Context: an optimization exercise on an open-source flow, tuned for a short achievable clock period and few clock cycles. The choices shown serve that exercise and are no tape-out recipe. RTL that was checked went through simulation tests only; none was proved equivalent to the original. The RTL of runs 1 and 2 was laid out without a check of its function. Power is estimated from default activity; no workload was simulated.

File: config.mk
export PLATFORM = sky130hd
export DESIGN_NAME = processor
export DESIGN_NICKNAME = processor
export VERILOG_FILES = /design/flow/design.v
export SDC_FILE = /design/flow/constraint.sdc
export NUM_CORES = 4
export LEC_CHECK = 0
export ABC_CLOCK_PERIOD_IN_PS = 2500
export CAP_MARGIN = 20
export CORE_MARGIN = 2
export CORE_UTILIZATION = 50
export SETUP_SLACK_MARGIN = 2.0
export SLEW_MARGIN = 20
export TNS_END_PERCENT = 5
File: constraint.sdc
create_clock -name core_clock -period 5.0 [get_ports {clk}]
set_input_delay 1.0000 -clock core_clock [delete_from_list [all_inputs] [get_ports {clk}]]
set_output_delay 1.0000 -clock core_clock [all_outputs]
set_load 0.01 [all_outputs]
File: design.v
`default_nettype none
package procPkg;
    localparam int dataW = 16;
    localparam int regAddrW = 3;
    localparam int immW = 6;
    localparam int opcodeW = 4;
    localparam int opcodeLsb = 12;
    localparam int rdLsb = 9;
    localparam int rsLsb = 6;
    localparam int rtLsb = 3;
    localparam int immLsb = 0;
    localparam logic [opcodeW-1:0] opNop   = 4'd0;
    localparam logic [opcodeW-1:0] opAdd   = 4'd1;
    localparam logic [opcodeW-1:0] opSub   = 4'd2;
    localparam logic [opcodeW-1:0] opAnd   = 4'd3;
    localparam logic [opcodeW-1:0] opOr    = 4'd4;
    localparam logic [opcodeW-1:0] opXor   = 4'd5;
    localparam logic [opcodeW-1:0] opAddi  = 4'd6;
    localparam logic [opcodeW-1:0] opLd    = 4'd7;
    localparam logic [opcodeW-1:0] opSt    = 4'd8;
    localparam logic [opcodeW-1:0] opIn    = 4'd9;
    localparam logic [opcodeW-1:0] opOut   = 4'd10;
    localparam logic [opcodeW-1:0] opBeqz  = 4'd11;
    localparam logic [opcodeW-1:0] opJmp   = 4'd12;
    localparam logic idle = 1'b0;
    localparam logic running = 1'b1;
    localparam logic [dataW-1:0] nopInstr = '0;
endpackage
`default_nettype wire
`timescale 1ns/1ps
`default_nettype none
import procPkg::*;
module prefixAdder (
    input  logic [dataW-1:0] a,
    input  logic [dataW-1:0] b,
    input  logic             cin,
    output logic [dataW-1:0] sum
);
    logic [dataW-1:0] p;
    logic [dataW-1:0] g [0:4];
    logic [dataW-1:0] q [0:4];
    always_comb begin
        p = a ^ b;
        g[0] = a & b;
        g[0][0] = (a[0] & b[0]) | (p[0] & cin);
        q[0] = p;
        for (int l = 0; l < 4; l++) begin
            for (int i = 0; i < dataW; i++) begin
                if (i >= (1 << l)) begin
                    g[l+1][i] = g[l][i] | (q[l][i] & g[l][i - (1 << l)]);
                    q[l+1][i] = q[l][i] & q[l][i - (1 << l)];
                end else begin
                    g[l+1][i] = g[l][i];
                    q[l+1][i] = q[l][i];
                end
            end
        end
        sum[0] = p[0] ^ cin;
        for (int i = 1; i < dataW; i++) begin
            sum[i] = p[i] ^ g[4][i-1];
        end
    end
endmodule
module sumDecode #(
    parameter int w = 6
) (
    input  logic [w-1:0]    a,
    input  logic [w-1:0]    b,
    output logic [2**w-1:0] hit
);
    always_comb begin
        for (int k = 0; k < 2**w; k++) begin
            logic [w-1:0] kk;
            logic [w-1:0] need;
            logic [w-1:0] carry;
            kk = w'(k);
            need = a ^ b ^ kk;
            carry[0] = 1'b0;
            for (int i = 1; i < w; i++) begin
                carry[i] = kk[i-1] ? (a[i-1] & b[i-1]) : (a[i-1] | b[i-1]);
            end
            hit[k] = need == carry;
        end
    end
endmodule
`default_nettype wire
`timescale 1ns/1ps
`default_nettype none
import procPkg::*;
module processor #(
    parameter int imemAddrW = 6,
    parameter int dmemAddrW = 6
) (
    input  logic                 clk,
    input  logic                 rstN,
    input  logic                 start,
    input  logic                 imemWe,
    input  logic [imemAddrW-1:0] imemAddr,
    input  logic [dataW-1:0]     imemData,
    input  logic [dataW-1:0]     inputPort,
    output logic [dataW-1:0]     outputPort,
    output logic                 outValid
);
    localparam int nI = 2**imemAddrW;
    localparam int nD = 2**dmemAddrW;
    logic [dataW-1:0]     imem [0:nI-1];
    logic [imemAddrW-1:0] tgtMem [0:nI-1];    
    logic                 skipMem [0:nI-1];   
    logic [regAddrW-1:0]  bIdxMem [0:nI-1];   
    logic                 sSkipMem [0:nI-1];  
    logic [imemAddrW-1:0] sTgtMem [0:nI-1];   
    logic running;
    logic [opcodeW-1:0] ldOp;
    logic ldNop, ldSkip;
    logic [imemAddrW-1:0] ldTgt;
    logic [regAddrW-1:0] ldBIdx;
    assign ldOp = imemData[opcodeLsb +: opcodeW];
    assign ldNop = ldOp == opNop || ldOp > opJmp;
    assign ldSkip = ldOp == opJmp || ldNop;
    assign ldTgt = imemAddr + imemAddrW'(1) + (ldNop ? imemAddrW'(0) : imemData[imemAddrW-1:0]);
    assign ldBIdx = (ldOp == opSt) ? imemData[rdLsb +: regAddrW] : imemData[rtLsb +: regAddrW];
    always_ff @(posedge clk) begin
        if (imemWe && !running) begin
            imem[imemAddr] <= imemData;
            tgtMem[imemAddr] <= ldTgt;
            skipMem[imemAddr] <= ldSkip;
            bIdxMem[imemAddr] <= ldBIdx;
            sSkipMem[imemAddr - imemAddrW'(1)] <= ldSkip;
            sTgtMem[imemAddr - imemAddrW'(1)] <= ldTgt;
        end
    end
    logic [imemAddrW-1:0] nxtOf [0:nI-1];
    logic                 sameOf [0:nI-1];
    always_comb begin
        for (int k = 0; k < nI; k++) begin
            logic [imemAddrW-1:0] seq;
            seq = sSkipMem[k] ? sTgtMem[k] : imemAddrW'(k + 1);
            nxtOf[k] = skipMem[k] ? tgtMem[k] : seq;
            sameOf[k] = tgtMem[k] == seq;
        end
    end
    logic [dataW-1:0] regFile [0:7];
    logic [dataW-1:0] dmem [0:nD-1];
    logic [imemAddrW-1:0] pc;
    logic [nI-1:0] pcOh;
    logic dValid;
    logic [dataW-1:0] dWord;
    logic [regAddrW-1:0] dBIdx;
    logic [imemAddrW-1:0] dTgt;
    logic dSame;
    logic eValid;
    logic eWr, eSelSum, eSub, eAnd, eOr, eXor, eLd, eSt, eIn, eOut, eBeqz;
    logic [regAddrW-1:0] eRd;
    logic [dataW-1:0] eRegA, eRegB, eRegBx;
    logic eFwdA, eFwdB;
    logic [nD-1:0] eAddrOh;
    logic [imemAddrW-1:0] eTgt;
    logic eSame;
    logic [dataW-1:0] lastResult;
    logic [dataW-1:0] inReg;
    logic mispredict;
    logic stall;
    logic [dataW-1:0] fWord;
    logic [regAddrW-1:0] fBIdx;
    logic [imemAddrW-1:0] fTgt, fNxt;
    logic fSkip, fSame;
    always_comb begin
        for (int k = 0; k < nI; k++) begin
            pcOh[k] = pc == imemAddrW'(k);
        end
        fWord = '0;
        fBIdx = '0;
        fTgt = '0;
        fNxt = '0;
        fSkip = 1'b0;
        fSame = 1'b0;
        for (int k = 0; k < nI; k++) begin
            fWord = fWord | ({dataW{pcOh[k]}} & imem[k]);
            fBIdx = fBIdx | ({regAddrW{pcOh[k]}} & bIdxMem[k]);
            fTgt = fTgt | ({imemAddrW{pcOh[k]}} & tgtMem[k]);
            fNxt = fNxt | ({imemAddrW{pcOh[k]}} & nxtOf[k]);
            fSkip = fSkip | (pcOh[k] & skipMem[k]);
            fSame = fSame | (pcOh[k] & sameOf[k]);
        end
    end
    logic active;
    assign active = running || start;
    always_ff @(posedge clk) begin
        if (!rstN) begin
            running <= 1'b0;
            pc <= '0;
            dValid <= 1'b0;
        end else if (!active) begin
            dValid <= 1'b0;
        end else begin
            running <= 1'b1;
            if (mispredict) begin
                pc <= eTgt;
                dValid <= 1'b0;
            end else if (!stall) begin
                pc <= fNxt;
                dValid <= !fSkip;
            end
        end
    end
    always_ff @(posedge clk) begin
        if (!stall) begin
            dWord <= fWord;
            dBIdx <= fBIdx;
            dTgt <= fTgt;
            dSame <= fSame;
        end
    end
    logic [opcodeW-1:0] op;
    logic [regAddrW-1:0] rd, rs;
    logic [dataW-1:0] immExt;
    logic [dataW-1:0] regA, regB;
    logic iAdd, iSub, iAnd, iOr, iXor, iAddi, iLd, iSt, iIn, iOut, iBeqz, iWr, iUsesB;
    logic [nD-1:0] addrOh;
    assign op = dWord[opcodeLsb +: opcodeW];
    assign rd = dWord[rdLsb +: regAddrW];
    assign rs = dWord[rsLsb +: regAddrW];
    assign immExt = {{(dataW-immW){dWord[immW-1]}}, dWord[immW-1:0]};
    always_comb begin
        iAdd = op == opAdd;
        iSub = op == opSub;
        iAnd = op == opAnd;
        iOr = op == opOr;
        iXor = op == opXor;
        iAddi = op == opAddi;
        iLd = op == opLd;
        iSt = op == opSt;
        iIn = op == opIn;
        iOut = op == opOut;
        iBeqz = op == opBeqz;
        iWr = iAdd | iSub | iAnd | iOr | iXor | iAddi | iLd | iIn;
        iUsesB = iAdd | iSub | iAnd | iOr | iXor | iSt;
    end
    assign regA = regFile[rs];
    assign regB = regFile[dBIdx];
    sumDecode #(.w(dmemAddrW)) addrDecode (
        .a(regA[dmemAddrW-1:0]),
        .b(dWord[dmemAddrW-1:0]),
        .hit(addrOh)
    );
    assign stall = dValid && (iLd || iSt) && eValid && eWr && (eRd == rs) && !mispredict;
    always_ff @(posedge clk) begin
        if (!rstN) begin
            eValid <= 1'b0;
        end else begin
            eValid <= dValid && !stall && !mispredict;
        end
    end
    always_ff @(posedge clk) begin
        eWr <= iWr;
        eSelSum <= iAdd | iSub | iAddi;
        eSub <= iSub;
        eAnd <= iAnd;
        eOr <= iOr;
        eXor <= iXor;
        eLd <= iLd;
        eSt <= iSt;
        eIn <= iIn;
        eOut <= iOut;
        eBeqz <= iBeqz;
        eRd <= rd;
        eRegA <= regA;
        eRegB <= regB;
        eRegBx <= iAddi ? immExt : (iSub ? ~regB : regB);
        eFwdA <= eValid && eWr && (eRd == rs);
        eFwdB <= eValid && eWr && (eRd == dBIdx) && iUsesB;
        eAddrOh <= addrOh;
        eTgt <= dTgt;
        eSame <= dSame;
        inReg <= inputPort;
    end
    logic [dataW-1:0] opA, opB, addB, sum, ldData, result;
    logic zero;
    assign opA = eFwdA ? lastResult : eRegA;
    assign opB = eFwdB ? lastResult : eRegB;
    assign addB = eFwdB ? (lastResult ^ {dataW{eSub}}) : eRegBx;
    prefixAdder alu (
        .a(opA),
        .b(addB),
        .cin(eSub),
        .sum(sum)
    );
    always_comb begin
        ldData = '0;
        for (int k = 0; k < nD; k++) begin
            ldData = ldData | ({dataW{eAddrOh[k]}} & dmem[k]);
        end
    end
    assign result = ({dataW{eSelSum}} & sum)
                  | ({dataW{eAnd}} & (opA & opB))
                  | ({dataW{eOr}} & (opA | opB))
                  | ({dataW{eXor}} & (opA ^ opB))
                  | ({dataW{eLd}} & ldData)
                  | ({dataW{eIn}} & inReg);
    assign zero = opA == '0;
    assign mispredict = eValid && eBeqz && zero && !eSame;
    always_ff @(posedge clk) begin
        lastResult <= result;
        if (eValid && eWr) begin
            regFile[eRd] <= result;
        end
        for (int k = 0; k < nD; k++) begin
            if (eValid && eSt && eAddrOh[k]) begin
                dmem[k] <= opB;
            end
        end
        if (eValid && eOut) begin
            outputPort <= opA;
        end
    end
    always_ff @(posedge clk) begin
        if (!rstN) begin
            outValid <= 1'b0;
        end else begin
            outValid <= eValid && eOut;
        end
    end
endmodule
`default_nettype wire
File: run.sh
#!/bin/bash
# synth_recipe.tcl (not shown) runs the flow's synth.tcl, then flattens the netlist and writes it again
# the make line also repeats each setting of config.mk as NAME=value (left out here)
make -C /OpenROAD-flow-scripts/flow DESIGN_CONFIG=/design/flow/config.mk WORK_HOME=/design/flow/orfs CLKGATE_MAP_FILE= SYNTH_SCRIPT=/design/flow/synth_recipe.tcl finish
==> impl_metrics.json, run 1 <==
{
  "status": "no timing/DRC/antenna violations",
  "coreArea_um2": 280000,
  "power_frac_seq": 0.407,
  "wirelength_um": 713000,
  "h-tree-depth": 5,
  "syn-num-nets": 9341,
  "design_area_um2": 168000,
  "insertion_delay_ns": 1.00,
  "synthMuxAreaShare": 0.0160,
  "finalSetupViolations": 0,
  "power_density_nw_per_um2": 544,
  "layout_min_cycle_time_ns": 3.42,
  "syn_to_final_growth_pct": 19.1,
  "synthAdderAreaFrac": 0.00594,
  "postRouteAntennaNets": 0,
  "drc_errors": 0,
  "synth_cell_types": 83,
  "nets": 10300,
  "drive_gt1_frac": 0.208,
  "p_clk_frac": 0.295,
  "synth_edf_count": 3306,
  "setup_slack_ns": 1.58,
  "tightest_slew_ns": 1.25,
  "combPwrFrac": 0.298,
  "synth-simple-area-share": 0.0725,
  "grt_pass1_wl_um": 918000,
  "initial_utilization": 0.503,
  "fmax_mhz": 292,
  "synth_cells": 9234,
  "synth_xor_area_frac": 0.0165,
  "power_w": 0.0912,
  "layout_commonest_cell": "edfxtp_1",
  "hold_viol": 0,
  "relSlewSlack": 0.169,
  "via_per_inst": 7.51,
  "grt_use_total": 0.490,
  "cts.reportedPaths.clkPinSlew_ns": 0.06,
  "synth-compound-area-share": 0.137,
  "grt-ovfl-total": 0,
  "portBuffers": 58,
  "cts_tree": "built",
  "grt_antenna_before_repair": 83,
  "hold_class": "reg2reg",
  "numCtsBuffers": 357,
  "netSwitchingPower_w": 0.0330,
  "criticalPathCategory": "reg2reg",
  "drtPass1Iterations": 10,
  "first_iter_violations": 21900,
  "finalCritPeriodShare": 0.685,
  "ys_seq_elements": 3489,
  "grt_max_degree": 125,
  "final_cell_mix": "edfxtp_1, a22oi_1, buf_4, nand2_1, clkbuf_16",
  "tns_ns": 0,
  "die_w_um": 535,
  "die_h_um": 535,
  "worstPathMaxFanout": 7,
  "critical_path_required_ns": 5.83,
  "pre_cts_ws_ns": 0.740,
  "clock_sinks": 3489,
  "syn_avg_cell_area_um2": 15.2,
  "synth_top_family_by_area": "compound AO/OA/AOI/OAI gates",
  "ctsHoldBuffers": 0,
  "p_int_w": 0.0582,
  "yosysSeqAreaShare": 0.731,
  "grt_pass1_vias": 96700,
  "cts_root_buf": "clkbuf_16",
  "peakVddDrop_mv": 0.897,
  "slew_viol_final": 0,
  "maxCapViolCount": 0,
  "end_kind": "flop",
  "fin_skew_ns": 0.0721,
  "place_hpwl_um": 494000,
  "rows": 194,
  "async_reset_ff_frac": 0,
  "io_pins": 59,
  "swShare": 0.361,
  "placed_area_um2": 151000,
  "die_area_um2": 286000,
  "rsz0062_at_grt": "yes",
  "syn-cell-area_um2": 141000,
  "vias": 107000,
  "synthFlopType": "edfxtp_1",
  "cp-start-kind": "flop",
  "gp_congestion": 1.13,
  "leakagePower_nw": 55.6,
  "cp.arrival_ns": 4.25,
  "cts_buffer_depth": 4,
  "yosysWarningCount": 8,
  "final_util": 0.600,
  "routedWlPerCell_um": 50.1
}
worst paths after layout:
check	startpoint	end	slack [ns]	cells past startpoint
max	skipMem[10]	pc[1]	1.58	8
min	dTgt[1]	eTgt[1]	0.35	0
max reg2reg	skipMem[10]	pc[1]	1.58	8
min reg2reg	dTgt[1]	eTgt[1]	0.35	0
layer usage:
metal	GRT usage	vias up	part of all wire
li1	-	39800	-
met1	0.593	53400	0.33
met2	0.695	10800	0.41
met3	0.193	2878	0.15
met4	0.394	58	0.10
met5	0.00217	-	0.00066
state kept, by name, indices dropped and copies added (netlist names), 64 cells and up, named ones only:
| signal | flops |
|---|---|
| dmem | 1024 |
| imem | 1024 |
| sTgtMem | 384 |
| tgtMem | 384 |
| bIdxMem | 192 |
| regFile | 128 |
| eAddrOh | 64 |
| sSkipMem | 64 |
| skipMem | 64 |
area by class of cell:
type                    count  area (µm²)
inverters                 322        1220
clock inverters           202        2000
fillers                 20800      112000
diodes                     52         130
clock buffers             460        9630
multi-input cells        5046       38200
flip-flops and latches   3489      103000
well taps                3724        4660
repair buffers            939        8780
synthesized netlist by cell type (9+ instances only):
master	count	area [µm²]
a2111oi_0	38	333
a21oi_1	36	180
a221oi_1	272	2380
a22o_1	252	2210
a22oi_1	1052	7900
a31o_2	67	587
a32oi_1	107	937
and2_1	10	62.6
and3_1	70	438
buf_1	19	71.3
buf_2	98	490
buf_4	22	165
clkbuf_1	234	878
dfxtp_1	183	3660
edfxtp_1	3306	99300
ha_1	62	776
inv_1	322	1210
mux2_2	36	405
mux2i_1	41	410
mux4_2	64	1440
nand2_1	583	2190
nand2b_1	65	407
nand3_1	92	460
nand3b_1	39	293
nand4_1	216	1350
nand4bb_1	16	180
nor2_1	361	1360
nor2_2	18	113
nor2b_1	96	601
nor3_1	92	460
nor4_1	194	1210
nor4bb_1	37	370
o21ai_0	292	1460
o221ai_1	10	87.6
o22ai_1	362	2260
o2bb2ai_1	9	78.8
o31ai_1	56	420
or4_1	23	173
xnor2_1	121	1060
xor2_1	144	1260
per-stage QoR:
stage / hold WS [ns] / instances
after global routing: 0.355 / 14200
after detailed placement: 0.338 / 13300
final: 0.347 / 14200
after global placement: 0.329 / 13300
after floorplan: 0.323 / 9234
after CTS: 0.345 / 14200
power by group through the flow:
stage	combinational, W	sequential, W	clock [W]
finish	0.0272	0.0371	0.0269
global route	0.0268	0.0370	0.0278
CTS	0.0247	0.0369	0.0267
detailed placement	0.0222	0.0376	0
global placement	0.0219	0.0376	0
floorplan	0.0101	0.0360	0
critical path: stages, from the launching register on:
cell       delay (ns)
edfxtp_1         0.50
nand2b_1         0.23
o22ai_1          0.76
o22ai_1          0.41
nor4_1           0.55
nand4_1          0.31
nor3_1           0.24
buf_4            0.19
o2bb2ai_1        0.08
logic make-up after synthesis:
| family | after synthesis |
|---|---|
| AND/OR/NAND/NOR | 1965 |
| adder cells (fa/ha/maj) | 65 |
| multiplexers | 141 |
| buffers and inverters | 703 |
| AO/OA/AOI/OAI | 2606 |
| flip-flops | 3489 |
| XOR/XNOR | 265 |
what timing repair did:
action,in CTS,in global routing
cloned,8,1
resized for setup,371,100
setup endpoints to repair,690,1201
pin swaps,87,18
buffers inserted,200,26
==> run 2, diff against run 1 <==
--- a/design.v
+++ b/design.v
@@ -103,45 +103,44 @@
 );
     localparam int nI = 2**imemAddrW;
     localparam int nD = 2**dmemAddrW;
-    logic [dataW-1:0]     imem [0:nI-1];
-    logic [imemAddrW-1:0] tgtMem [0:nI-1];    
-    logic                 skipMem [0:nI-1];   
-    logic [regAddrW-1:0]  bIdxMem [0:nI-1];   
-    logic                 sSkipMem [0:nI-1];  
-    logic [imemAddrW-1:0] sTgtMem [0:nI-1];   
+    logic [dataW-1:0] imem [0:nI-1];
     logic running;
-    logic [opcodeW-1:0] ldOp;
-    logic ldNop, ldSkip;
-    logic [imemAddrW-1:0] ldTgt;
-    logic [regAddrW-1:0] ldBIdx;
-    assign ldOp = imemData[opcodeLsb +: opcodeW];
-    assign ldNop = ldOp == opNop || ldOp > opJmp;
-    assign ldSkip = ldOp == opJmp || ldNop;
-    assign ldTgt = imemAddr + imemAddrW'(1) + (ldNop ? imemAddrW'(0) : imemData[imemAddrW-1:0]);
-    assign ldBIdx = (ldOp == opSt) ? imemData[rdLsb +: regAddrW] : imemData[rtLsb +: regAddrW];
     always_ff @(posedge clk) begin
         if (imemWe && !running) begin
             imem[imemAddr] <= imemData;
-            tgtMem[imemAddr] <= ldTgt;
-            skipMem[imemAddr] <= ldSkip;
-            bIdxMem[imemAddr] <= ldBIdx;
-            sSkipMem[imemAddr - imemAddrW'(1)] <= ldSkip;
-            sTgtMem[imemAddr - imemAddrW'(1)] <= ldTgt;
         end
     end
-    logic [imemAddrW-1:0] nxtOf [0:nI-1];
-    logic                 sameOf [0:nI-1];
-    always_comb begin
+    logic [imemAddrW-1:0] tgtMem [0:nI-1];    
+    logic [regAddrW-1:0]  bIdxMem [0:nI-1];   
+    logic                 skipMem [0:nI-1];   
+    logic [imemAddrW-1:0] nxtMem [0:nI-1];    
+    logic                 sameMem [0:nI-1];   
+    always_ff @(posedge clk) begin
         for (int k = 0; k < nI; k++) begin
-            logic [imemAddrW-1:0] seq;
-            seq = sSkipMem[k] ? sTgtMem[k] : imemAddrW'(k + 1);
-            nxtOf[k] = skipMem[k] ? tgtMem[k] : seq;
-            sameOf[k] = tgtMem[k] == seq;
+            logic [dataW-1:0] wk, wn;
+            logic [opcodeW-1:0] opk, opn;
+            logic nopK, nopN, skipK, skipN;
+            logic [imemAddrW-1:0] tgtK, tgtN, seq;
+            wk = imem[k];
+            wn = imem[(k + 1) % nI];
+            opk = wk[opcodeLsb +: opcodeW];
+            opn = wn[opcodeLsb +: opcodeW];
+            nopK = opk == opNop || opk > opJmp;
+            nopN = opn == opNop || opn > opJmp;
+            skipK = nopK || opk == opJmp;
+            skipN = nopN || opn == opJmp;
+            tgtK = imemAddrW'(k + 1) + (nopK ? imemAddrW'(0) : wk[imemAddrW-1:0]);
+            tgtN = imemAddrW'(k + 2) + (nopN ? imemAddrW'(0) : wn[imemAddrW-1:0]);
+            seq = skipN ? tgtN : imemAddrW'(k + 1);
+            tgtMem[k] <= tgtK;
+            bIdxMem[k] <= (opk == opSt) ? wk[rdLsb +: regAddrW] : wk[rtLsb +: regAddrW];
+            skipMem[k] <= skipK;
+            nxtMem[k] <= skipK ? tgtK : seq;
+            sameMem[k] <= tgtK == seq;
         end
     end
     logic [dataW-1:0] regFile [0:7];
     logic [dataW-1:0] dmem [0:nD-1];
-    logic [imemAddrW-1:0] pc;
     logic [nI-1:0] pcOh;
     logic dValid;
     logic [dataW-1:0] dWord;
@@ -154,7 +153,7 @@
     logic [dataW-1:0] eRegA, eRegB, eRegBx;
     logic eFwdA, eFwdB;
     logic [nD-1:0] eAddrOh;
-    logic [imemAddrW-1:0] eTgt;
+    logic [nI-1:0] eTgtOh;
     logic eSame;
     logic [dataW-1:0] lastResult;
     logic [dataW-1:0] inReg;
@@ -164,10 +163,8 @@
     logic [regAddrW-1:0] fBIdx;
     logic [imemAddrW-1:0] fTgt, fNxt;
     logic fSkip, fSame;
+    logic [nI-1:0] fNxtOh;
     always_comb begin
-        for (int k = 0; k < nI; k++) begin
-            pcOh[k] = pc == imemAddrW'(k);
-        end
         fWord = '0;
         fBIdx = '0;
         fTgt = '0;
@@ -178,29 +175,43 @@
             fWord = fWord | ({dataW{pcOh[k]}} & imem[k]);
             fBIdx = fBIdx | ({regAddrW{pcOh[k]}} & bIdxMem[k]);
             fTgt = fTgt | ({imemAddrW{pcOh[k]}} & tgtMem[k]);
-            fNxt = fNxt | ({imemAddrW{pcOh[k]}} & nxtOf[k]);
+            fNxt = fNxt | ({imemAddrW{pcOh[k]}} & nxtMem[k]);
             fSkip = fSkip | (pcOh[k] & skipMem[k]);
-            fSame = fSame | (pcOh[k] & sameOf[k]);
+            fSame = fSame | (pcOh[k] & sameMem[k]);
         end
+        for (int k = 0; k < nI; k++) begin
+            fNxtOh[k] = fNxt == imemAddrW'(k);
+        end
+    end
+    logic prevWe;
+    logic [imemAddrW-1:0] prevAddr;
+    logic hold;
+    logic fetch;
+    always_ff @(posedge clk) begin
+        prevWe <= imemWe && !running;
+        prevAddr <= imemAddr;
     end
-    logic active;
-    assign active = running || start;
+    assign hold = prevWe && prevAddr[imemAddrW-1:1] == '0;
+    assign fetch = running || (start && !hold);
     always_ff @(posedge clk) begin
         if (!rstN) begin
             running <= 1'b0;
-            pc <= '0;
+        end else if (start) begin
+            running <= 1'b1;
+        end
+    end
+    always_ff @(posedge clk) begin
+        if (!rstN) begin
+            pcOh <= nI'(1);
             dValid <= 1'b0;
-        end else if (!active) begin
+        end else if (mispredict) begin
+            pcOh <= eTgtOh;
             dValid <= 1'b0;
-        end else begin
-            running <= 1'b1;
-            if (mispredict) begin
-                pc <= eTgt;
-                dValid <= 1'b0;
-            end else if (!stall) begin
-                pc <= fNxt;
-                dValid <= !fSkip;
-            end
+        end else if (!fetch) begin
+            dValid <= 1'b0;
+        end else if (!stall) begin
+            pcOh <= fNxtOh;
+            dValid <= !fSkip;
         end
     end
     always_ff @(posedge clk) begin
@@ -236,8 +247,14 @@
         iWr = iAdd | iSub | iAnd | iOr | iXor | iAddi | iLd | iIn;
         iUsesB = iAdd | iSub | iAnd | iOr | iXor | iSt;
     end
-    assign regA = regFile[rs];
-    assign regB = regFile[dBIdx];
+    always_comb begin
+        regA = '0;
+        regB = '0;
+        for (int r = 0; r < 8; r++) begin
+            regA = regA | ({dataW{rs == regAddrW'(r)}} & regFile[r]);
+            regB = regB | ({dataW{dBIdx == regAddrW'(r)}} & regFile[r]);
+        end
+    end
     sumDecode #(.w(dmemAddrW)) addrDecode (
         .a(regA[dmemAddrW-1:0]),
         .b(dWord[dmemAddrW-1:0]),
@@ -270,7 +287,9 @@
         eFwdA <= eValid && eWr && (eRd == rs);
         eFwdB <= eValid && eWr && (eRd == dBIdx) && iUsesB;
         eAddrOh <= addrOh;
-        eTgt <= dTgt;
+        for (int k = 0; k < nI; k++) begin
+            eTgtOh[k] <= dTgt == imemAddrW'(k);
+        end
         eSame <= dSame;
         inReg <= inputPort;
     end
--- a/config.mk
+++ b/config.mk
@@ -9,6 +9,6 @@
 export CAP_MARGIN = 20
 export CORE_MARGIN = 2
 export CORE_UTILIZATION = 50
-export SETUP_SLACK_MARGIN = 2.0
+export SETUP_SLACK_MARGIN = 2.3
 export SLEW_MARGIN = 20
 export TNS_END_PERCENT = 5
==> impl_metrics.json, run 2 <==
{
  "syn_avg_cell_area_um2": 13.0,
  "rows": 196,
  "grt_pass1_wl_um": 1610000,
  "synth_cell_types": 94,
  "grt_use_total": 0.804,
  "synthTopCellsByArea": "edfxtp_1, dfxtp_1, a22o_1, a221oi_1, a22oi_1",
  "synthFlopType": "edfxtp_1",
  "synth_top_cell_by_area": "edfxtp_1",
  "numCtsBuffers": 370,
  "grt-ovfl-total": 3755,
  "portBuffers": 58,
  "yosysTopAreaCellShare": 0.464,
  "stop_stage": "5_1_grt",
  "yosysSeqAreaShare": 0.657,
  "synth_common_cells": "edfxtp_1, dfxtp_1, a22o_1",
  "placed_area_um2": 153000,
  "status": "aborted with a tool error",
  "grt_max_degree": 66,
  "syn-cell-area_um2": 144000,
  "io_pins": 59,
  "cts_root_buf": "clkbuf_16",
  "tool.error": "[ERROR GRT-0116] Global routing finished with congestion. Check the congestion regions in the DRC Viewer.",
  "die_h_um": 540,
  "cts_buffer_depth": 4,
  "ys_seq_elements": 3605,
  "initial_utilization": 0.503,
  "h-tree-depth": 5,
  "syn-num-nets": 11200,
  "synth.most_common_cell": "edfxtp_1",
  "ctsHoldBuffers": 0,
  "place_hpwl_um": 737000,
  "clock_sinks": 3605,
  "gp_congestion": 1.34,
  "synth_cells": 11000,
  "yosysWarningCount": 11,
  "grt_pass1_vias": 148000,
  "die_w_um": 540,
  "synth_edf_count": 2218,
  "async_reset_ff_frac": 0
}
-- run 2: how the worst max path moves through the flow --
stage                            start       endpoint  depth (start not counted)
after CTS                  dmem[19][6]  regFile[4][6]                          7
after detailed placement    eAddrOh[4]  regFile[1][4]                          8
after global placement    imem[10][12]    sameMem[10]                         13
after floorplan           imem[57][12]    sameMem[57]                         12
-- run 2: repair_timing --
item,4_1_cts
setup endpoints to repair,1174
pin swaps,179
setup buffers,314
resized for setup,858
cloned,13
-- run 2: per-layer routing --
metal  overflow  global-route usage
met1         48               0.827
met5          8               0.391
met2       2334               0.932
met3         74               0.672
met4       1291               0.781
-- run 2: cells by family after synthesis --
logic type,Yosys count,share of synthesized area
XOR/XNOR,427,0.0261
multiplexers,302,0.0247
adder cells (fa/ha/maj),118,0.0104
buffers and inverters,1107,0.0305
AND/OR/NAND/NOR,2371,0.0862
flip-flops,3605,0.657
AO/OA/AOI/OAI,3086,0.165
-- run 2: metrics by stage --
step	worst slack, ns	instances	utilization	hold slack [ns]
global placement	0.260	14900	0.534	0.327
CTS	1.79	15900	0.602	0.317
floorplan	1.90	11000	-	0.323
detailed placement	0.486	14900	0.535	0.331
-- run 2: power by group through the flow --
stage,sequential [W],combinational [W],clock (W)
after CTS,0.0368,0.0360,0.0293
after detailed placement,0.0375,0.0297,0
after global placement,0.0374,0.0289,0
after floorplan,0.0354,0.0138,0
==> run 3, diff against run 2 <==
--- a/design.v
+++ b/design.v
@@ -164,6 +164,11 @@
     logic [imemAddrW-1:0] fTgt, fNxt;
     logic fSkip, fSame;
     logic [nI-1:0] fNxtOh;
+    logic [dataW-1:0] aWord;
+    logic [regAddrW-1:0] aBIdx;
+    logic [imemAddrW-1:0] aTgt, aNxt;
+    logic aSkip, aSame;
+    logic [nI-1:0] aNxtOh;
     always_comb begin
         fWord = '0;
         fBIdx = '0;
@@ -183,6 +188,25 @@
             fNxtOh[k] = fNxt == imemAddrW'(k);
         end
     end
+    always_comb begin
+        aWord = '0;
+        aBIdx = '0;
+        aTgt = '0;
+        aNxt = '0;
+        aSkip = 1'b0;
+        aSame = 1'b0;
+        for (int k = 0; k < nI; k++) begin
+            aWord = aWord | ({dataW{eTgtOh[k]}} & imem[k]);
+            aBIdx = aBIdx | ({regAddrW{eTgtOh[k]}} & bIdxMem[k]);
+            aTgt = aTgt | ({imemAddrW{eTgtOh[k]}} & tgtMem[k]);
+            aNxt = aNxt | ({imemAddrW{eTgtOh[k]}} & nxtMem[k]);
+            aSkip = aSkip | (eTgtOh[k] & skipMem[k]);
+            aSame = aSame | (eTgtOh[k] & sameMem[k]);
+        end
+        for (int k = 0; k < nI; k++) begin
+            aNxtOh[k] = aNxt == imemAddrW'(k);
+        end
+    end
     logic prevWe;
     logic [imemAddrW-1:0] prevAddr;
     logic hold;
@@ -205,8 +229,8 @@
             pcOh <= nI'(1);
             dValid <= 1'b0;
         end else if (mispredict) begin
-            pcOh <= eTgtOh;
-            dValid <= 1'b0;
+            pcOh <= aNxtOh;
+            dValid <= !aSkip;
         end else if (!fetch) begin
             dValid <= 1'b0;
         end else if (!stall) begin
@@ -215,7 +239,12 @@
         end
     end
     always_ff @(posedge clk) begin
-        if (!stall) begin
+        if (mispredict) begin
+            dWord <= aWord;
+            dBIdx <= aBIdx;
+            dTgt <= aTgt;
+            dSame <= aSame;
+        end else if (!stall) begin
             dWord <= fWord;
             dBIdx <= fBIdx;
             dTgt <= fTgt;
--- a/config.mk
+++ b/config.mk
@@ -8,7 +8,7 @@
 export ABC_CLOCK_PERIOD_IN_PS = 2500
 export CAP_MARGIN = 20
 export CORE_MARGIN = 2
-export CORE_UTILIZATION = 50
-export SETUP_SLACK_MARGIN = 2.3
+export CORE_UTILIZATION = 35
+export SETUP_SLACK_MARGIN = 2.0
 export SLEW_MARGIN = 20
 export TNS_END_PERCENT = 5
==> impl_metrics.json, run 3 <==
{
  "syn_avg_cell_area_um2": 12.4,
  "stop_stage": "5_1_grt",
  "synth_top_cell_by_area": "edfxtp_1",
  "io_pins": 59,
  "cts_root_buf": "clkbuf_16",
  "place_hpwl_um": 1120000,
  "initial_utilization": 0.352,
  "grt-ovfl-total": 936,
  "tool.error": "[ERROR GRT-0116] Global routing finished with congestion. Check the congestion regions in the DRC Viewer.",
  "yosysTopAreaCellShare": 0.435,
  "die_h_um": 666,
  "rows": 242,
  "ys_seq_elements": 3605,
  "grt_max_degree": 66,
  "h-tree-depth": 5,
  "async_reset_ff_frac": 0,
  "grt_use_total": 0.724,
  "cts_buffer_depth": 4,
  "placed_cells": 18500,
  "synth_cells": 12300,
  "synthTopCellsByArea": "edfxtp_1, dfxtp_1, a22o_1, a221oi_1, a22oi_1",
  "gp_congestion": 1.30,
  "numCtsBuffers": 404,
  "synth.most_common_cell": "edfxtp_1",
  "grt_pass1_wl_um": 2080000,
  "yosysWarningCount": 11,
  "pre_cts_ws_ns": 0.422,
  "syn-cell-area_um2": 153000,
  "portBuffers": 58,
  "status": "aborted with a tool error",
  "synthFlopType": "edfxtp_1",
  "synth_cell_types": 84,
  "grt_pass1_vias": 162000,
  "yosysSeqAreaShare": 0.616,
  "ctsHoldBuffers": 0,
  "clock_sinks": 3605,
  "syn-num-nets": 12500,
  "die_w_um": 666,
  "synth_common_cells": "edfxtp_1, dfxtp_1, a22o_1",
  "synth_edf_count": 2218
}
==> run 3: cell count changes after synthesis, sizes merged, moves of 33 or more <==
cell,previous run,this run
nor2,501,537
nor4,88,123
o21ai,358,403
nand3,271,223
a22oi,379,457
a22o,741,1197
xnor2,301,335
a21boi,39,6
clkbuf,556,691
nand4,221,344
nand2,530,628
a221oi,723,1168
xor2,126,93
o211ai,75,31
==> run 3: repair_timing <==
action,4_1_cts
setup endpoints to repair,1476
pin swaps,94
gates resized for setup,710
gates cloned,4
buffers inserted,216
==> run 3: stage by stage <==
step	total power [W]	instance area, µm²	utilization
floorplan	0.0512	153000	-
global placement	0.0749	169000	0.389
detailed placement	0.0748	169000	0.389
CTS	0.109	187000	0.431
==> run 3: worst min-delay path by stage <==
stage / end / slack (ns) / cells after the start
after global placement: eRd[2] / 0.33 / 0
after detailed placement: eRd[2] / 0.33 / 0
after floorplan: eRd[0] / 0.32 / 0
after CTS: imem[40][10] / 0.27 / 1
==> run 3: cell families after synthesis <==
kind of cell	synth area share
AO/OA/AOI/OAI	0.210
XOR/XNOR	0.0245
adder cells (fa/ha/maj)	0.00974
buffers and inverters	0.0318
flip-flops	0.616
multiplexers	0.0244
AND/OR/NAND/NOR	0.0837
==> run 3: per-layer routing <==
| metal | track usage | overflow |
|---|---|---|
| met3 | 0.612 | 54 |
| met1 | 0.803 | 35 |
| met4 | 0.592 | 395 |
| met5 | 0.342 | 2 |
| met2 | 0.816 | 450 |
==> run 3: power groups by stage <==
stage	Sequential [W]	Combinational (W)	Clock [W]
after floorplan	0.0355	0.0157	0
after global placement	0.0387	0.0362	0
after detailed placement	0.0387	0.0361	0
after CTS	0.0380	0.0397	0.0312
Testbench counts of run 3, summed over its fixed seeds: cycles 505,475.
==> run 4, diff against run 3 <==
--- a/design.v
+++ b/design.v
@@ -103,50 +103,59 @@
 );
     localparam int nI = 2**imemAddrW;
     localparam int nD = 2**dmemAddrW;
-    logic [dataW-1:0] imem [0:nI-1];
+    logic [dataW-1:0]     imem [0:nI-1];
+    logic [imemAddrW-1:0] tgtMem [0:nI-1];    
+    logic                 skipMem [0:nI-1];   
     logic running;
+    logic [opcodeW-1:0] ldOp;
+    logic ldNop;
+    assign ldOp = imemData[opcodeLsb +: opcodeW];
+    assign ldNop = ldOp == opNop || ldOp > opJmp;
     always_ff @(posedge clk) begin
         if (imemWe && !running) begin
             imem[imemAddr] <= imemData;
+            tgtMem[imemAddr] <= imemAddr + imemAddrW'(1) + (ldNop ? imemAddrW'(0) : imemData[imemAddrW-1:0]);
+            skipMem[imemAddr] <= ldNop || ldOp == opJmp;
         end
     end
-    logic [imemAddrW-1:0] tgtMem [0:nI-1];    
-    logic [regAddrW-1:0]  bIdxMem [0:nI-1];   
-    logic                 skipMem [0:nI-1];   
     logic [imemAddrW-1:0] nxtMem [0:nI-1];    
+    logic [imemAddrW-1:0] brMem [0:nI-1];     
     logic                 sameMem [0:nI-1];   
+    logic                 fuseMem [0:nI-1];   
+    function automatic logic writesReg(input logic [dataW-1:0] w);
+        logic [opcodeW-1:0] o;
+        o = w[opcodeLsb +: opcodeW];
+        writesReg = o == opAdd || o == opSub || o == opAnd || o == opOr || o == opXor ||
+                    o == opAddi || o == opLd || o == opIn;
+    endfunction
     always_ff @(posedge clk) begin
         for (int k = 0; k < nI; k++) begin
-            logic [dataW-1:0] wk, wn;
-            logic [opcodeW-1:0] opk, opn;
-            logic nopK, nopN, skipK, skipN;
-            logic [imemAddrW-1:0] tgtK, tgtN, seq;
-            wk = imem[k];
-            wn = imem[(k + 1) % nI];
-            opk = wk[opcodeLsb +: opcodeW];
-            opn = wn[opcodeLsb +: opcodeW];
-            nopK = opk == opNop || opk > opJmp;
-            nopN = opn == opNop || opn > opJmp;
-            skipK = nopK || opk == opJmp;
-            skipN = nopN || opn == opJmp;
-            tgtK = imemAddrW'(k + 1) + (nopK ? imemAddrW'(0) : wk[imemAddrW-1:0]);
-            tgtN = imemAddrW'(k + 2) + (nopN ? imemAddrW'(0) : wn[imemAddrW-1:0]);
-            seq = skipN ? tgtN : imemAddrW'(k + 1);
-            tgtMem[k] <= tgtK;
-            bIdxMem[k] <= (opk == opSt) ? wk[rdLsb +: regAddrW] : wk[rtLsb +: regAddrW];
-            skipMem[k] <= skipK;
-            nxtMem[k] <= skipK ? tgtK : seq;
-            sameMem[k] <= tgtK == seq;
+            logic [imemAddrW-1:0] seq1, seq2;
+            logic [dataW-1:0] w0, w1;
+            logic fuse;
+            w0 = imem[k];
+            w1 = imem[(k + 1) % nI];
+            seq1 = skipMem[(k + 1) % nI] ? tgtMem[(k + 1) % nI] : imemAddrW'(k + 1);
+            seq2 = skipMem[(k + 2) % nI] ? tgtMem[(k + 2) % nI] : imemAddrW'(k + 2);
+            fuse = writesReg(w0) && w1[opcodeLsb +: opcodeW] == opBeqz &&
+                   w1[rsLsb +: regAddrW] == w0[rdLsb +: regAddrW];
+            nxtMem[k] <= skipMem[k] ? tgtMem[k] : (fuse ? seq2 : seq1);
+            brMem[k] <= fuse ? tgtMem[(k + 1) % nI] : tgtMem[k];
+            sameMem[k] <= fuse ? tgtMem[(k + 1) % nI] == seq2 : tgtMem[k] == seq1;
+            fuseMem[k] <= fuse;
         end
     end
     logic [dataW-1:0] regFile [0:7];
     logic [dataW-1:0] dmem [0:nD-1];
+    logic             dZero [0:nD-1];    
     logic [nI-1:0] pcOh;
     logic dValid;
     logic [dataW-1:0] dWord;
     logic [regAddrW-1:0] dBIdx;
+    assign dBIdx = (dWord[opcodeLsb +: opcodeW] == opSt) ? dWord[rdLsb +: regAddrW] : dWord[rtLsb +: regAddrW];
     logic [imemAddrW-1:0] dTgt;
     logic dSame;
+    logic dFuse;
     logic eValid;
     logic eWr, eSelSum, eSub, eAnd, eOr, eXor, eLd, eSt, eIn, eOut, eBeqz;
     logic [regAddrW-1:0] eRd;
@@ -155,58 +164,35 @@
     logic [nD-1:0] eAddrOh;
     logic [nI-1:0] eTgtOh;
     logic eSame;
+    logic eFuse;
+    logic inZero;
     logic [dataW-1:0] lastResult;
     logic [dataW-1:0] inReg;
     logic mispredict;
     logic stall;
     logic [dataW-1:0] fWord;
-    logic [regAddrW-1:0] fBIdx;
     logic [imemAddrW-1:0] fTgt, fNxt;
-    logic fSkip, fSame;
+    logic fSkip, fSame, fFuse;
     logic [nI-1:0] fNxtOh;
-    logic [dataW-1:0] aWord;
-    logic [regAddrW-1:0] aBIdx;
-    logic [imemAddrW-1:0] aTgt, aNxt;
-    logic aSkip, aSame;
-    logic [nI-1:0] aNxtOh;
     always_comb begin
         fWord = '0;
-        fBIdx = '0;
         fTgt = '0;
         fNxt = '0;
         fSkip = 1'b0;
         fSame = 1'b0;
+        fFuse = 1'b0;
         for (int k = 0; k < nI; k++) begin
             fWord = fWord | ({dataW{pcOh[k]}} & imem[k]);
-            fBIdx = fBIdx | ({regAddrW{pcOh[k]}} & bIdxMem[k]);
-            fTgt = fTgt | ({imemAddrW{pcOh[k]}} & tgtMem[k]);
+            fTgt = fTgt | ({imemAddrW{pcOh[k]}} & brMem[k]);
             fNxt = fNxt | ({imemAddrW{pcOh[k]}} & nxtMem[k]);
             fSkip = fSkip | (pcOh[k] & skipMem[k]);
             fSame = fSame | (pcOh[k] & sameMem[k]);
+            fFuse = fFuse | (pcOh[k] & fuseMem[k]);
         end
         for (int k = 0; k < nI; k++) begin
             fNxtOh[k] = fNxt == imemAddrW'(k);
         end
     end
-    always_comb begin
-        aWord = '0;
-        aBIdx = '0;
-        aTgt = '0;
-        aNxt = '0;
-        aSkip = 1'b0;
-        aSame = 1'b0;
-        for (int k = 0; k < nI; k++) begin
-            aWord = aWord | ({dataW{eTgtOh[k]}} & imem[k]);
-            aBIdx = aBIdx | ({regAddrW{eTgtOh[k]}} & bIdxMem[k]);
-            aTgt = aTgt | ({imemAddrW{eTgtOh[k]}} & tgtMem[k]);
-            aNxt = aNxt | ({imemAddrW{eTgtOh[k]}} & nxtMem[k]);
-            aSkip = aSkip | (eTgtOh[k] & skipMem[k]);
-            aSame = aSame | (eTgtOh[k] & sameMem[k]);
-        end
-        for (int k = 0; k < nI; k++) begin
-            aNxtOh[k] = aNxt == imemAddrW'(k);
-        end
-    end
     logic prevWe;
     logic [imemAddrW-1:0] prevAddr;
     logic hold;
@@ -215,7 +201,7 @@
         prevWe <= imemWe && !running;
         prevAddr <= imemAddr;
     end
-    assign hold = prevWe && prevAddr[imemAddrW-1:1] == '0;
+    assign hold = prevWe && prevAddr <= imemAddrW'(2);
     assign fetch = running || (start && !hold);
     always_ff @(posedge clk) begin
         if (!rstN) begin
@@ -229,8 +215,8 @@
             pcOh <= nI'(1);
             dValid <= 1'b0;
         end else if (mispredict) begin
-            pcOh <= aNxtOh;
-            dValid <= !aSkip;
+            pcOh <= eTgtOh;
+            dValid <= 1'b0;
         end else if (!fetch) begin
             dValid <= 1'b0;
         end else if (!stall) begin
@@ -239,16 +225,11 @@
         end
     end
     always_ff @(posedge clk) begin
-        if (mispredict) begin
-            dWord <= aWord;
-            dBIdx <= aBIdx;
-            dTgt <= aTgt;
-            dSame <= aSame;
-        end else if (!stall) begin
+        if (!stall) begin
             dWord <= fWord;
-            dBIdx <= fBIdx;
             dTgt <= fTgt;
             dSame <= fSame;
+            dFuse <= fFuse;
         end
     end
     logic [opcodeW-1:0] op;
@@ -320,6 +301,8 @@
             eTgtOh[k] <= dTgt == imemAddrW'(k);
         end
         eSame <= dSame;
+        eFuse <= dFuse;
+        inZero <= inputPort == '0;
         inReg <= inputPort;
     end
     logic [dataW-1:0] opA, opB, addB, sum, ldData, result;
@@ -346,7 +329,23 @@
                   | ({dataW{eLd}} & ldData)
                   | ({dataW{eIn}} & inReg);
     assign zero = opA == '0;
-    assign mispredict = eValid && eBeqz && zero && !eSame;
+    logic [dataW-1:0] sumP, sumC;
+    logic ldZero, resultZero;
+    assign sumP = opA ^ addB;
+    assign sumC = {opA[dataW-2:0] | addB[dataW-2:0], eSub};
+    always_comb begin
+        ldZero = 1'b0;
+        for (int k = 0; k < nD; k++) begin
+            ldZero = ldZero | (eAddrOh[k] & dZero[k]);
+        end
+    end
+    assign resultZero = (eSelSum && sumP == sumC)
+                      | (eAnd && (opA & opB) == '0)
+                      | (eOr && (opA | opB) == '0)
+                      | (eXor && opA == opB)
+                      | (eLd && ldZero)
+                      | (eIn && inZero);
+    assign mispredict = eValid && !eSame && ((eBeqz && zero) || (eFuse && resultZero));
     always_ff @(posedge clk) begin
         lastResult <= result;
         if (eValid && eWr) begin
@@ -355,6 +354,7 @@
         for (int k = 0; k < nD; k++) begin
             if (eValid && eSt && eAddrOh[k]) begin
                 dmem[k] <= opB;
+                dZero[k] <= opB == '0;
             end
         end
         if (eValid && eOut) begin
--- a/config.mk
+++ b/config.mk
@@ -8,7 +8,7 @@
 export ABC_CLOCK_PERIOD_IN_PS = 2500
 export CAP_MARGIN = 20
 export CORE_MARGIN = 2
-export CORE_UTILIZATION = 35
+export CORE_UTILIZATION = 40
 export SETUP_SLACK_MARGIN = 2.0
 export SLEW_MARGIN = 20
 export TNS_END_PERCENT = 5
==> impl_metrics.json, run 4 <==
{
  "h-tree-depth": 5,
  "initial_utilization": 0.402,
  "layout_commonest_cell": "edfxtp_1",
  "synth_top_family_by_area": "compound AO/OA/AOI/OAI gates",
  "worstPathMaxFanout": 15,
  "first_iter_violations": 27200,
  "peakVddDrop_mv": 0.933,
  "tightest_slew_ns": 1.45,
  "criticalPathCategory": "reg2reg",
  "hold_viol": 0,
  "synth-compound-area-share": 0.145,
  "grt_max_degree": 65,
  "grt_use_total": 0.471,
  "maxCapViolCount": 1,
  "grt_pass1_wl_um": 1210000,
  "coreArea_um2": 389000,
  "via_per_inst": 7.16,
  "die_w_um": 630,
  "syn_to_final_growth_pct": 18.8,
  "final_cell_mix": "edfxtp_1, dfxtp_1, nand2_1, buf_4, a22o_1",
  "rr_worst_depth": 7,
  "cpPeakStageDelay_ns": 1.08,
  "yosysTopAreaCellShare": 0.523,
  "min_to": "imem[10][13]",
  "rrSetupSlack_ns": 1.02,
  "synthAdderAreaFrac": 0.00645,
  "cpMaxStageDelayCell": "o21ai_0",
  "yosysWarningCount": 11,
  "portBuffers": 58,
  "cp_cell_sequence": "nand4b_1 -> nor4_1 -> o311ai_4 -> buf_4 -> nor2_1 -> a31oi_1 -> o21ai_0",
  "nets": 12300,
  "cts.reportedPaths.clkPinSlew_ns": 0.06,
  "yosysSeqAreaShare": 0.676,
  "numCtsBuffers": 426,
  "cts_tree": "built",
  "postRouteAntennaNets": 0,
  "critical_path_required_ns": 5.81,
  "vias": 128000,
  "multi_input_area_um2": 50300,
  "finalCritPeriodShare": 0.796,
  "die_area_um2": 397000,
  "power_w": 0.118,
  "r2r-start": "imem[38][13]",
  "crit_buf_inv": 1,
  "layout_min_cycle_time_ns": 3.98,
  "slew_viol_final": 0,
  "fill_cells": 33900,
  "r2r-end": "nxtMem[37][4]",
  "synthMuxAreaShare": 0.0402,
  "drc_errors": 0,
  "synth_top_cell_by_area": "edfxtp_1",
  "fmax_mhz": 251,
  "grt_pass1_vias": 113000,
  "finalSetupViolations": 0,
  "fin_skew_ns": 0.0776,
  "clock_sinks": 3926,
  "synth_xor_area_frac": 0.0299,
  "synth_edf_count": 2728,
  "gp_congestion": 1.12,
  "synth_cells": 11600,
  "hold_depth": 1,
  "cp.depth": 7,
  "hold_start": "imemData[13]",
  "leakagePower_nw": 64.5,
  "grt_antenna_before_repair": 174,
  "insertion_delay_ns": 1.08,
  "power_density_nw_per_um2": 636,
  "cp.arrival_ns": 4.79,
  "synth_cell_types": 75,
  "cts_root_buf": "clkbuf_16",
  "syn_avg_cell_area_um2": 13.5,
  "cp-start-kind": "flop",
  "reg_top3": "dmem x1024, imem x1024",
  "ctsHoldBuffers": 0,
  "drtPass1Iterations": 9,
  "status": "complete, but fails checks",
  "grt-ovfl-total": 0,
  "cpLargestDelayFamily": "compound AO/OA/AOI/OAI gates",
  "place_hpwl_um": 705000,
  "syn-num-nets": 11800,
  "ys_seq_elements": 3926,
  "rows": 229,
  "async_reset_ff_frac": 0,
  "relSlewSlack": 0.0231,
  "synthFlopType": "edfxtp_1",
  "syn-cell-area_um2": 157000,
  "hold_class": "in2reg",
  "end_kind": "flop",
  "synth.most_common_cell": "edfxtp_1",
  "wirelength_um": 966000,
  "synth-simple-area-share": 0.0765,
  "drive_gt1_frac": 0.196,
  "check-failures": "max-capacitance violations",
  "synth_common_cells": "edfxtp_1, dfxtp_1, nand2_1",
  "synthTopCellsByArea": "edfxtp_1, dfxtp_1, a22o_1, a221oi_1, mux2_2",
  "die_h_um": 630,
  "rsz0062_at_grt": "yes",
  "cts_buffer_depth": 4,
  "tns_ns": 0,
  "regArea_um2": 106000,
  "io_pins": 59,
  "routedWlPerCell_um": 54.2
}
run 4: cell count changes after synthesis, sizes merged, moves of 142 or more:
| cell | previous run | this run |
|---|---|---|
| o21ai | 403 | 623 |
| edfxtp | 2218 | 2728 |
| dfxtp | 1387 | 1198 |
| a221oi | 1168 | 671 |
| and2 | 149 | 7 |
| xor2 | 93 | 330 |
| mux2i | 55 | 229 |
| a22o | 1197 | 673 |
| inv | 407 | 233 |
run 4: where the power goes:
part | internal [W] | total, W | switching, W
Sequential | 0.0380 | 0.0413 | 0.00327
Clock | 0.0184 | 0.0327 | 0.0143
Combinational | 0.0118 | 0.0444 | 0.0326
Total | 0.0682 | 0.118 | 0.0502
run 4: layer usage:
layer | routed length [µm] | share of wire | vias up | track usage
met1 | 370000 | 0.38 | 65600 | 0.627
met5 | 1510 | 0.0016 | - | 0.0133
li1 | - | - | 46700 | -
met4 | 64000 | 0.066 | 110 | 0.245
met3 | 167000 | 0.17 | 2465 | 0.249
met2 | 364000 | 0.38 | 12800 | 0.610
run 4: worst max-delay path by stage:
stage	end	start
after floorplan	dFuse	eFwdB
after global placement	pcOh[0]	eFwdB
after detailed placement	tgtMem[3][2]	imemAddr[1]
after CTS	eAddrOh[26]	dWord[8]
after global routing	nxtMem[37][4]	imem[38][13]
final	nxtMem[37][4]	imem[38][13]
run 4: cells by family after synthesis:
kind of cell	after synthesis
AO/OA/AOI/OAI	3053
XOR/XNOR	534
adder cells (fa/ha/maj)	79
buffers and inverters	1023
flip-flops	3926
multiplexers	571
AND/OR/NAND/NOR	2446
run 4: metrics by stage:
step	util	setup WS [ns]	instance area [µm²]	cells	hold slack [ns]
2_1_floorplan	-	1.33	157000	11600	0.323
3_3_place_gp	0.433	0.537	169000	16800	0.337
3_5_place_dp	0.433	0.680	169000	16800	0.340
4_1_cts	0.474	1.43	185000	17700	0.275
5_1_grt	0.477	1.33	186000	17700	0.325
6_report	0.478	1.02	186000	17800	0.309
run 4: what timing repair did:
item,in CTS,in global routing
cloned,12,8
resized for setup,216,165
setup endpoints to repair,685,914
setup buffers,45,44
pin swaps,32,26
run 4: layout make-up:
| type | count | share of cell area |
|---|---|---|
| Clock inverter | 220 | 0.0116 |
| Antenna cell | 125 | 0.00168 |
| Sequential cell | 3926 | 0.570 |
| Inverter | 239 | 0.00486 |
| Clock buffer | 573 | 0.0644 |
| Multi-Input combinational cell | 6690 | 0.270 |
| Tap cell | 5197 | 0.0349 |
| Timing Repair Buffer | 875 | 0.0421 |
Testbench counts of run 4, summed over its fixed seeds: cycles 440,372.
==> run 5, diff against run 4 <==
--- a/design.v
+++ b/design.v
@@ -106,6 +106,10 @@
     logic [dataW-1:0]     imem [0:nI-1];
     logic [imemAddrW-1:0] tgtMem [0:nI-1];    
     logic                 skipMem [0:nI-1];   
+    logic [regAddrW-1:0]  bIdxMem [0:nI-1];   
+    logic                 wrMem [0:nI-1];     
+    logic                 beqzMem [0:nI-1];   
+    logic                 outMem [0:nI-1];    
     logic running;
     logic [opcodeW-1:0] ldOp;
     logic ldNop;
@@ -116,33 +120,42 @@
             imem[imemAddr] <= imemData;
             tgtMem[imemAddr] <= imemAddr + imemAddrW'(1) + (ldNop ? imemAddrW'(0) : imemData[imemAddrW-1:0]);
             skipMem[imemAddr] <= ldNop || ldOp == opJmp;
+            bIdxMem[imemAddr] <= (ldOp == opSt) ? imemData[rdLsb +: regAddrW] : imemData[rtLsb +: regAddrW];
+            wrMem[imemAddr] <= ldOp == opAdd || ldOp == opSub || ldOp == opAnd || ldOp == opOr ||
+                               ldOp == opXor || ldOp == opAddi || ldOp == opLd || ldOp == opIn;
+            beqzMem[imemAddr] <= ldOp == opBeqz;
+            outMem[imemAddr] <= ldOp == opOut;
         end
     end
     logic [imemAddrW-1:0] nxtMem [0:nI-1];    
     logic [imemAddrW-1:0] brMem [0:nI-1];     
     logic                 sameMem [0:nI-1];   
     logic                 fuseMem [0:nI-1];   
-    function automatic logic writesReg(input logic [dataW-1:0] w);
-        logic [opcodeW-1:0] o;
-        o = w[opcodeLsb +: opcodeW];
-        writesReg = o == opAdd || o == opSub || o == opAnd || o == opOr || o == opXor ||
-                    o == opAddi || o == opLd || o == opIn;
-    endfunction
+    logic                 outFMem [0:nI-1];   
+    logic [regAddrW-1:0]  outRsMem [0:nI-1];  
+    logic                 outDepMem [0:nI-1];  
     always_ff @(posedge clk) begin
         for (int k = 0; k < nI; k++) begin
             logic [imemAddrW-1:0] seq1, seq2;
             logic [dataW-1:0] w0, w1;
-            logic fuse;
+            logic [imemAddrW-1:0] t0, t1;
+            logic fuse, outF, sameReg;
             w0 = imem[k];
             w1 = imem[(k + 1) % nI];
-            seq1 = skipMem[(k + 1) % nI] ? tgtMem[(k + 1) % nI] : imemAddrW'(k + 1);
+            t0 = tgtMem[k];
+            t1 = tgtMem[(k + 1) % nI];
+            seq1 = skipMem[(k + 1) % nI] ? t1 : imemAddrW'(k + 1);
             seq2 = skipMem[(k + 2) % nI] ? tgtMem[(k + 2) % nI] : imemAddrW'(k + 2);
-            fuse = writesReg(w0) && w1[opcodeLsb +: opcodeW] == opBeqz &&
-                   w1[rsLsb +: regAddrW] == w0[rdLsb +: regAddrW];
-            nxtMem[k] <= skipMem[k] ? tgtMem[k] : (fuse ? seq2 : seq1);
-            brMem[k] <= fuse ? tgtMem[(k + 1) % nI] : tgtMem[k];
-            sameMem[k] <= fuse ? tgtMem[(k + 1) % nI] == seq2 : tgtMem[k] == seq1;
+            sameReg = w1[rsLsb +: regAddrW] == w0[rdLsb +: regAddrW];
+            fuse = wrMem[k] && beqzMem[(k + 1) % nI] && sameReg;
+            outF = !skipMem[k] && !outMem[k] && !beqzMem[k] && outMem[(k + 1) % nI];
+            nxtMem[k] <= skipMem[k] ? t0 : ((fuse || outF) ? seq2 : seq1);
+            brMem[k] <= fuse ? t1 : t0;
+            sameMem[k] <= fuse ? t1 == seq2 : t0 == seq1;
             fuseMem[k] <= fuse;
+            outFMem[k] <= outF;
+            outRsMem[k] <= w1[rsLsb +: regAddrW];
+            outDepMem[k] <= wrMem[k] && sameReg;
         end
     end
     logic [dataW-1:0] regFile [0:7];
@@ -152,10 +165,11 @@
     logic dValid;
     logic [dataW-1:0] dWord;
     logic [regAddrW-1:0] dBIdx;
-    assign dBIdx = (dWord[opcodeLsb +: opcodeW] == opSt) ? dWord[rdLsb +: regAddrW] : dWord[rtLsb +: regAddrW];
     logic [imemAddrW-1:0] dTgt;
     logic dSame;
     logic dFuse;
+    logic dOutF, dOutDep;
+    logic [regAddrW-1:0] dOutRs;
     logic eValid;
     logic eWr, eSelSum, eSub, eAnd, eOr, eXor, eLd, eSt, eIn, eOut, eBeqz;
     logic [regAddrW-1:0] eRd;
@@ -165,6 +179,8 @@
     logic [nI-1:0] eTgtOh;
     logic eSame;
     logic eFuse;
+    logic eOutF, eOutDep, eFwdC;
+    logic [dataW-1:0] eRegC;
     logic inZero;
     logic [dataW-1:0] lastResult;
     logic [dataW-1:0] inReg;
@@ -172,7 +188,8 @@
     logic stall;
     logic [dataW-1:0] fWord;
     logic [imemAddrW-1:0] fTgt, fNxt;
-    logic fSkip, fSame, fFuse;
+    logic fSkip, fSame, fFuse, fOutF, fOutDep;
+    logic [regAddrW-1:0] fOutRs, fBIdx;
     logic [nI-1:0] fNxtOh;
     always_comb begin
         fWord = '0;
@@ -181,8 +198,16 @@
         fSkip = 1'b0;
         fSame = 1'b0;
         fFuse = 1'b0;
+        fOutF = 1'b0;
+        fOutDep = 1'b0;
+        fOutRs = '0;
+        fBIdx = '0;
         for (int k = 0; k < nI; k++) begin
             fWord = fWord | ({dataW{pcOh[k]}} & imem[k]);
+            fOutF = fOutF | (pcOh[k] & outFMem[k]);
+            fOutDep = fOutDep | (pcOh[k] & outDepMem[k]);
+            fOutRs = fOutRs | ({regAddrW{pcOh[k]}} & outRsMem[k]);
+            fBIdx = fBIdx | ({regAddrW{pcOh[k]}} & bIdxMem[k]);
             fTgt = fTgt | ({imemAddrW{pcOh[k]}} & brMem[k]);
             fNxt = fNxt | ({imemAddrW{pcOh[k]}} & nxtMem[k]);
             fSkip = fSkip | (pcOh[k] & skipMem[k]);
@@ -230,12 +255,16 @@
             dTgt <= fTgt;
             dSame <= fSame;
             dFuse <= fFuse;
+            dOutF <= fOutF;
+            dOutDep <= fOutDep;
+            dOutRs <= fOutRs;
+            dBIdx <= fBIdx;
         end
     end
     logic [opcodeW-1:0] op;
     logic [regAddrW-1:0] rd, rs;
     logic [dataW-1:0] immExt;
-    logic [dataW-1:0] regA, regB;
+    logic [dataW-1:0] regA, regB, regC;
     logic iAdd, iSub, iAnd, iOr, iXor, iAddi, iLd, iSt, iIn, iOut, iBeqz, iWr, iUsesB;
     logic [nD-1:0] addrOh;
     assign op = dWord[opcodeLsb +: opcodeW];
@@ -260,7 +289,9 @@
     always_comb begin
         regA = '0;
         regB = '0;
+        regC = '0;
         for (int r = 0; r < 8; r++) begin
+            regC = regC | ({dataW{dOutRs == regAddrW'(r)}} & regFile[r]);
             regA = regA | ({dataW{rs == regAddrW'(r)}} & regFile[r]);
             regB = regB | ({dataW{dBIdx == regAddrW'(r)}} & regFile[r]);
         end
@@ -302,13 +333,18 @@
         end
         eSame <= dSame;
         eFuse <= dFuse;
+        eOutF <= dOutF;
+        eOutDep <= dOutDep;
+        eRegC <= regC;
+        eFwdC <= eValid && eWr && (eRd == dOutRs);
         inZero <= inputPort == '0;
         inReg <= inputPort;
     end
-    logic [dataW-1:0] opA, opB, addB, sum, ldData, result;
+    logic [dataW-1:0] opA, opB, opC, addB, sum, ldData, result;
     logic zero;
     assign opA = eFwdA ? lastResult : eRegA;
     assign opB = eFwdB ? lastResult : eRegB;
+    assign opC = eFwdC ? lastResult : eRegC;
     assign addB = eFwdB ? (lastResult ^ {dataW{eSub}}) : eRegBx;
     prefixAdder alu (
         .a(opA),
@@ -329,6 +365,9 @@
                   | ({dataW{eLd}} & ldData)
                   | ({dataW{eIn}} & inReg);
     assign zero = opA == '0;
+    logic [dataW-1:0] outReg;
+    logic outDep;
+    assign outputPort = outDep ? lastResult : outReg;
     logic [dataW-1:0] sumP, sumC;
     logic ldZero, resultZero;
     assign sumP = opA ^ addB;
@@ -357,15 +396,18 @@
                 dZero[k] <= opB == '0;
             end
         end
-        if (eValid && eOut) begin
-            outputPort <= opA;
+        if (eValid && eOutF) begin
+            outReg <= opC;
+        end else if (eValid && eOut) begin
+            outReg <= opA;
         end
     end
     always_ff @(posedge clk) begin
         if (!rstN) begin
             outValid <= 1'b0;
         end else begin
-            outValid <= eValid && eOut;
+            outValid <= eValid && (eOut || eOutF);
+            outDep <= eValid && eOutF && eOutDep;
         end
     end
 endmodule
--- a/config.mk
+++ b/config.mk
@@ -6,7 +6,7 @@
 export NUM_CORES = 4
 export LEC_CHECK = 0
 export ABC_CLOCK_PERIOD_IN_PS = 2500
-export CAP_MARGIN = 20
+export CAP_MARGIN = 35
 export CORE_MARGIN = 2
 export CORE_UTILIZATION = 40
 export SETUP_SLACK_MARGIN = 2.0
==> impl_metrics.json, run 5 <==
{
  "status": "no timing/DRC/antenna violations",
  "synth_cells": 12900,
  "coreArea_um2": 446000,
  "synthFlopType": "edfxtp_1",
  "setup_slack_ns": 1.34,
  "die_area_um2": 453000,
  "criticalPathCategory": "reg2reg",
  "critical_path_required_ns": 5.59,
  "finalSetupViolations": 0,
  "maxCapViolCount": 0,
  "tns_ns": 0,
  "vias": 137000,
  "ctsHoldBuffers": 0,
  "fin_skew_ns": 0.104,
  "slew_viol_final": 0,
  "place_hpwl_um": 715000,
  "grt-ovfl-total": 0,
  "syn-cell-area_um2": 179000,
  "power_density_nw_per_um2": 638,
  "h-tree-depth": 5,
  "initial_utilization": 0.402,
  "ys_seq_elements": 4658,
  "yosysSeqAreaShare": 0.695,
  "synth_edf_count": 3121,
  "gp_congestion": 1.12,
  "grt_max_degree": 66,
  "synth.most_common_cell": "edfxtp_1",
  "cp-start-kind": "flop",
  "rsz0062_at_grt": "yes",
  "die_h_um": 673,
  "layout_min_cycle_time_ns": 3.66,
  "grt_pass1_vias": 122000,
  "grt_use_total": 0.427,
  "via_per_inst": 6.88,
  "power_w": 0.135,
  "cpMaxStageDelayCell": "or4_1",
  "synth_top_cell_by_area": "edfxtp_1",
  "reg_top3": "dmem x1024, imem x1024",
  "tightest_slew_ns": 1.35,
  "io_pins": 59,
  "syn-num-nets": 13000,
  "hold_viol": 0,
  "cts_tree": "built",
  "end_kind": "flop",
  "layout_commonest_cell": "edfxtp_1",
  "numCtsBuffers": 474,
  "async_reset_ff_frac": 0,
  "yosysTopAreaCellShare": 0.523,
  "synth_common_cells": "edfxtp_1, dfxtp_1, a221oi_1",
  "portBuffers": 58,
  "syn_avg_cell_area_um2": 13.9,
  "drive_gt1_frac": 0.191,
  "cp.arrival_ns": 4.25,
  "die_w_um": 673,
  "fmax_mhz": 273,
  "cts_buffer_depth": 4,
  "synthTopCellsByArea": "edfxtp_1, dfxtp_1, a221oi_1, a22o_1, mux2_2",
  "synth_cell_types": 77,
  "drtPass1Iterations": 9,
  "wirelength_um": 998000,
  "fill_cells": 39100,
  "multi_input_area_um2": 53500,
  "cts_root_buf": "clkbuf_16",
  "drc_errors": 0,
  "hold_class": "in2reg",
  "cpPeakStageDelay_ns": 0.97,
  "finalCritPeriodShare": 0.732,
  "peakVddDrop_mv": 0.860,
  "rows": 245,
  "first_iter_violations": 26300,
  "leakagePower_nw": 72.1,
  "cp_cell_sequence": "buf_4 -> a22o_1 -> a221oi_1 -> nand4_1 -> or4_1",
  "insertion_delay_ns": 1.09,
  "pre_cts_ws_ns": 0.780,
  "holdWs_ns": 0.159,
  "final_cell_mix": "edfxtp_1, dfxtp_1, a22o_1, nand2_1, a221oi_1",
  "regArea_um2": 125000,
  "relSlewSlack": 0.0976,
  "worstPathMaxFanout": 16,
  "final_util": 0.474,
  "clock_sinks": 4658,
  "cts.reportedPaths.clkPinSlew_ns": 0.06,
  "yosysWarningCount": 14,
  "nets": 13500,
  "syn_to_final_growth_pct": 18.0,
  "grt_pass1_wl_um": 1270000,
  "routedWlPerCell_um": 50.2,
  "postRouteAntennaNets": 0,
  "grt_antenna_before_repair": 175
}
-- run 5: critical path: cells and delay by family, from the launching register on --
family,cells,cell delay [ns]
compound gates,2,1.10
buf+inv,1,0.40
flops,1,0.50
simple gates,2,1.18
-- run 5: final timing paths --
| kind | from | endpoint | slack [ns] | depth (start not counted) |
|---|---|---|---|---|
| setup / recovery | pcOh[47] | dOutRs[0] | 1.34 | 5 |
| hold / removal | imemData[7] | imem[63][7] | 0.16 | 1 |
| setup reg to reg | pcOh[47] | dOutRs[0] | 1.34 | 5 |
| hold reg to reg | dWord[11] | eRd[2] | 0.34 | 0 |
-- run 5: per-stage QoR --
step | area (µm²) | cells
floorplan | 179000 | 12900
global placement | 190000 | 18700
detailed placement | 191000 | 18700
CTS | 210000 | 19700
global route | 211000 | 19800
finish | 211000 | 19900
-- run 5: timing repair --
action / in CTS / in global routing
cloned: 23 / 5
setup endpoints to repair: 605 / 792
buffers inserted: 64 / 29
pin swaps: 76 / 31
resized for setup: 470 / 96
-- run 5: power by group --
part	internal, W	leakage [nW]	switching (W)	total [W]
Clock	0.0209	7.85	0.0163	0.0371
Combinational	0.0136	23.2	0.0362	0.0498
Sequential	0.0446	41.0	0.00331	0.0479
Total	0.0791	72.1	0.0558	0.135
-- run 5: metal layers --
metal	up-vias	global-route usage	wire [µm]
met3	2902	0.143	137000
met1	69500	0.550	365000
met2	12900	0.603	406000
li1	51500	-	-
met5	-	0.00574	426
met4	56	0.302	89900
-- run 5: layout make-up --
class                   count  area share
clock buffers             631      0.0630
diodes                    152     0.00180
multi-input cells        7164       0.253
repair buffers            851      0.0387
well taps                5928      0.0351
clock inverters           272      0.0132
flip-flops and latches   4658       0.591
inverters                 239     0.00436
-- run 5: kinds of logic after synthesis --
logic type | after synthesis | share of synthesized area
AOI/OAI and AO/OA | 3263 | 0.137
muxes | 644 | 0.0407
buffers and inverters | 1061 | 0.0231
adders and majority gates | 79 | 0.00564
and+or+nand+nor | 2620 | 0.0713
xor gates and xnor gates | 546 | 0.0268
DFF | 4658 | 0.695
Testbench counts of run 5, summed over its fixed seeds: cycles 412,202.

Re-timed with assumed drivers on the ports (clkbuf_16 on the clock, buf_2 on other inputs), run 5 has 1.341 ns of setup slack against 1.341 ns with ideal ports, and 0.656 ns once port delays also move by the mid clock arrival of 1.169 ns.
